What follows belongs to an exercise in optimizing a design on an open flow for small area, a short achievable clock period and few clock cycles per item; a production flow would make more cautious choices. Power figures rest on the tool's default switching activity, not on a simulated workload.

## the previous run
Design pitch_core, start of the top module:
module pitch_core (
    input  logic       i_clk,
    input  logic       reset,
    input  logic       start,
    input  sdram_pkg::mem_addr_t  src_addr,
    input  sdram_pkg::mem_addr_t  dst_addr,
    input  logic [3:0] speed,
    output logic       done,
    output sdram_pkg::mem_req_t   mem_req,
    input  sdram_pkg::mem_data_t  mem_readdata,
    input  logic       finished
);
    typedef sdram_pkg::mem_addr_t mem_addr_t;
    typedef enum logic [2:0] {S_IDLE, S_HDR, S_LEN, S_LEN2, S_WALK, S_END, S_DONE} state_e;
    state_e      st;
    logic        hdr_first;
    logic [3:0]  h;
    logic        lt8;                
    logic        eq8;                
    logic [2:0]  step;               
    logic [2:0]  r;                  
    mem_addr_t   srcq;               
    mem_addr_t   dstq;               
    logic [23:0] lmh;                
    logic [23:0] remh;               
    mem_addr_t   wa;                 
    mem_addr_t   rp;                 
    logic [3:0]  d;                  
    logic        first;              
    logic [1:0]  nsh;                
    logic [31:0] lo, hi, nxt;
    logic        nxt_v;
    logic        nx_wrap;            
    logic [3:0]  nx_d;
    logic [2:0]  nx_inc;             
    logic        nx_sh;              
    logic [1:0]  cstep;
    logic [15:0] a_x;
    logic [3:0]  a_c;
    logic        a_v, a_last, a_init;
    logic [22:0] qs, qc;             
    logic        qcin;
    logic        q_v, q_last, q_init;
    logic [15:0] acc0, acc1;         
    logic [31:0] res;
    logic        res_v;
    mem_addr_t   res_addr;
    logic        req_rd, req_wr;
    mem_addr_t   req_addr;
    logic [31:0] req_wdata;
    assign mem_req = {req_rd, req_wr, req_addr, req_wdata};
    function automatic logic [8:0] nx_of(input logic [3:0] dv, input logic lt8_i,
                                         input logic eq8_i, input logic [3:0] h_i,
                                         input logic [2:0] step_i);
        logic [4:0] ds;
        logic       w;
        logic [2:0] inc;
        if (lt8_i) begin
            w   = (dv >= h_i);
            ds  = w ? {1'b0, dv - h_i} : {1'b0, dv} + {2'b0, step_i};
            inc = step_i;
        end else begin
  ...
export LEC_CHECK = 0
export CAP_MARGIN = 20
export CORE_MARGIN = 2
export CORE_UTILIZATION = 40
export CTS_BUF_LIST = sky130_fd_sc_hd__clkbuf_16
export CTS_CLUSTER_DIAMETER = 80
export CTS_CLUSTER_SIZE = 20
export SETUP_SLACK_MARGIN = 5
export SLEW_MARGIN = 20
create_clock -name core_clock -period 10.0 [get_ports {i_clk}]
standard.sh (not shown) runs the stock make flow with config.mk's settings and CLKGATE_MAP_FILE= SYNTH_SCRIPT=/design/flow/synth_recipe.tcl, a recipe that flattens the netlist after the stock synthesis.
==> flow/flow/run.sh <==
#!/bin/bash
set -e
MARGIN=${MARGIN:-6.5}
bash standard.sh finish SETUP_SLACK_MARGIN=$MARGIN > standard.log 2>&1
The previous run was carried through to the last stage, and its layout satisfied the timing, design-rule and antenna checks.
Relative to the previous run, the following input files were edited for the current run:
--- a/flow/design.v
+++ b/flow/design.v
@@ -217,23 +217,23 @@
     assign pos_ok  = (st == S_WALK) && (nsh == 2'd0);
     assign c_last  = (lt8 ? first : (d == 4'd0 && !first)) ? 2'd1 : 2'd3;
     assign fin_now    = q_v && q_last;                   
     assign slot_ok    = !(a_v && a_last) && !fin_now && !res_v;
     logic        early_ok;
     assign early_ok   = (st == S_WALK) && (nsh == 2'd1) && !eq8 && !cstep[1];
     assign issue      = (pos_ok || early_ok) && has_out
                         && ((cstep != c_last) || (pos_ok && slot_ok));
     assign issue_last = issue && (cstep == c_last);
     assign advance    = pos_ok && (!has_out || issue_last);
     assign port_free = !(req_rd | req_wr) | finished;
-    assign rd_fin    = finished & req_rd & (st == S_WALK);
+    assign rd_fin    = finished & req_rd & (st == S_WALK || st == S_LEN || st == S_LEN2);
     assign avail     = nxt_v | rd_fin;
     assign fetched   = nxt_v | req_rd;
     always_comb begin
         if (!advance)       need = nsh;
         else if (chain_end) need = last_chain ? 2'd0 : (lt8 ? 2'd2 : 2'd1);
         else                need = {1'b0, nx_sh};
     end
     assign shift_now = (st == S_WALK) && (need != 2'd0) && avail;
     assign nsh_after = need - {1'b0, shift_now};
     assign wr_avail    = res_v || fin_now;
     assign rd_possible = (st == S_WALK) && !nxt_v && (!req_rd || (need != 2'd0));
@@ -286,33 +286,37 @@
             end
             if (wr_issue) req_wr <= 1'b1;
             if (rd_issue) req_rd  <= 1'b1;
             if (st == S_WALK) nsh <= nsh_after;
             if (shift_now)   nxt_v <= 1'b0;
             else if (rd_fin) nxt_v <= 1'b1;
             if (fin_now && !wr_issue) res_v <= 1'b1;
             else if (wr_issue)        res_v <= 1'b0;
             case (st)
                 S_IDLE: if (start) begin
                     req_rd <= 1'b1;
-                    st           <= S_HDR;
+                    nxt_v  <= 1'b0;
+                    st     <= S_HDR;
+                end
+                S_HDR: if (finished) begin
+                    req_rd <= 1'b1;
+                    st     <= S_LEN;
                 end
-                S_HDR: if (finished) st <= S_LEN;
                 S_LEN: st <= (lmh[22:4] == 19'd0) ? S_END : S_LEN2;
                 S_LEN2: begin
                     nsh <= lt8 ? 2'd2 : 2'd1;
                     st  <= S_WALK;
                 end
                 S_WALK: if (advance && chain_end && last_chain) st <= S_END;
                 S_END: begin
-                    if (!a_v && !q_v && !res_v && (!req_wr || finished)) begin
+                    if (!a_v && !q_v && !res_v && (!(req_wr || req_rd) || finished)) begin
                         done <= 1'b1;
                         st   <= S_DONE;
                     end
                 end
                 S_DONE: st <= S_IDLE;
                 default: st <= S_IDLE;
             endcase
         end
     end
     always_ff @(posedge i_clk) begin
         a_x     <= x;
@@ -361,32 +365,35 @@
             S_HDR: begin
                 hdr_first <= 1'b0;
                 if (hdr_first) begin
                     srcq <= srcq + 1'b1;
                     dstq <= dstq + 1'b1;
                     lt8  <= (h < 4'd8);
                     eq8  <= (h == 4'd8);
                     step <= (h < 4'd8) ? 3'(4'd8 - h) : (h == 4'd8) ? 3'd1 : 3'(h - 4'd8);
                 end
                 lmh  <= {1'b0, mem_readdata[31:9]};
                 remh <= {1'b0, mem_readdata[31:9]};
+                if (finished) begin
+                    req_addr <= srcq;
+                    rp       <= srcq;
+                end
             end
             S_LEN: remh <= rem_sub;
             S_LEN2: begin
                 lmh   <= rem_sub;
                 remh  <= rem_sub;
                 r     <= 3'd0;
                 d     <= 4'd0;
                 first <= 1'b1;
                 wa    <= dstq;
-                rp    <= srcq;
                 srcq  <= srcq + 1'b1;
                 dstq  <= dstq + 1'b1;
                 cstep <= lt8 ? 2'd0 : 2'd2;
             end
             S_WALK: begin
                 if (issue) cstep <= cstep + 2'd1;
                 if (issue_last) res_addr <= wa;
                 if (advance) begin
                     if (chain_end) begin
                         r     <= r + 3'd1;
                         d     <= {1'b0, r + 3'd1};
## What came out
Number of violations reported at the end of detailed-routing iteration 0 sits higher in the current run than in the previous run. The current run does worse than the previous run on synthesized area. Total number of vias ended up 662 higher on the current run than on the previous run. As far as antenna violation net count after detailed routing is concerned, the previous run and the current run perform about the same. Taking the previous run over the current run, the power density over the cells ratio works out to 0.843. The current run vs. the previous run: sequential share of layout area went down by 1.0 points. Of the previous run and the current run, the run reporting the lower HPWL after detailed placement was the previous run. Compared with the previous run, in the current run register area saw a decrease, chip height saw an increase.
No functional check of the RTL was part of any run of this note.

re-timing with driven ports:
Ports are ideal in the flow. The routed layouts listed here were re-timed in OpenROAD. Step 1 assumes that a clkbuf_16 drives the clock port and a buf_2 every other input. Step 2 also shifts input and output timing later by t, the mid clock arrival at the registers, as if the neighbouring blocks saw the same clock. a / b / c = ideal ports / drivers / drivers and shift; a / b = the first two.
| run | t, ns | setup WS [ns] | clock arrival spread, ns | cell pins on the clock port's net |
|---|---|---|---|---|
| the previous run | 0.640 | 6.545 / 6.494 / 5.887 | 0.040 / 0.040 | 1 |
| the current run | 0.640 | 6.536 / 6.489 / 5.983 | 0.037 / 0.036 | 1 |
After both steps setup and hold are still met in every run listed. The setup slack of the previous run, which loses most, moves by -0.051 ns with the drivers and by -0.658 ns with both steps.
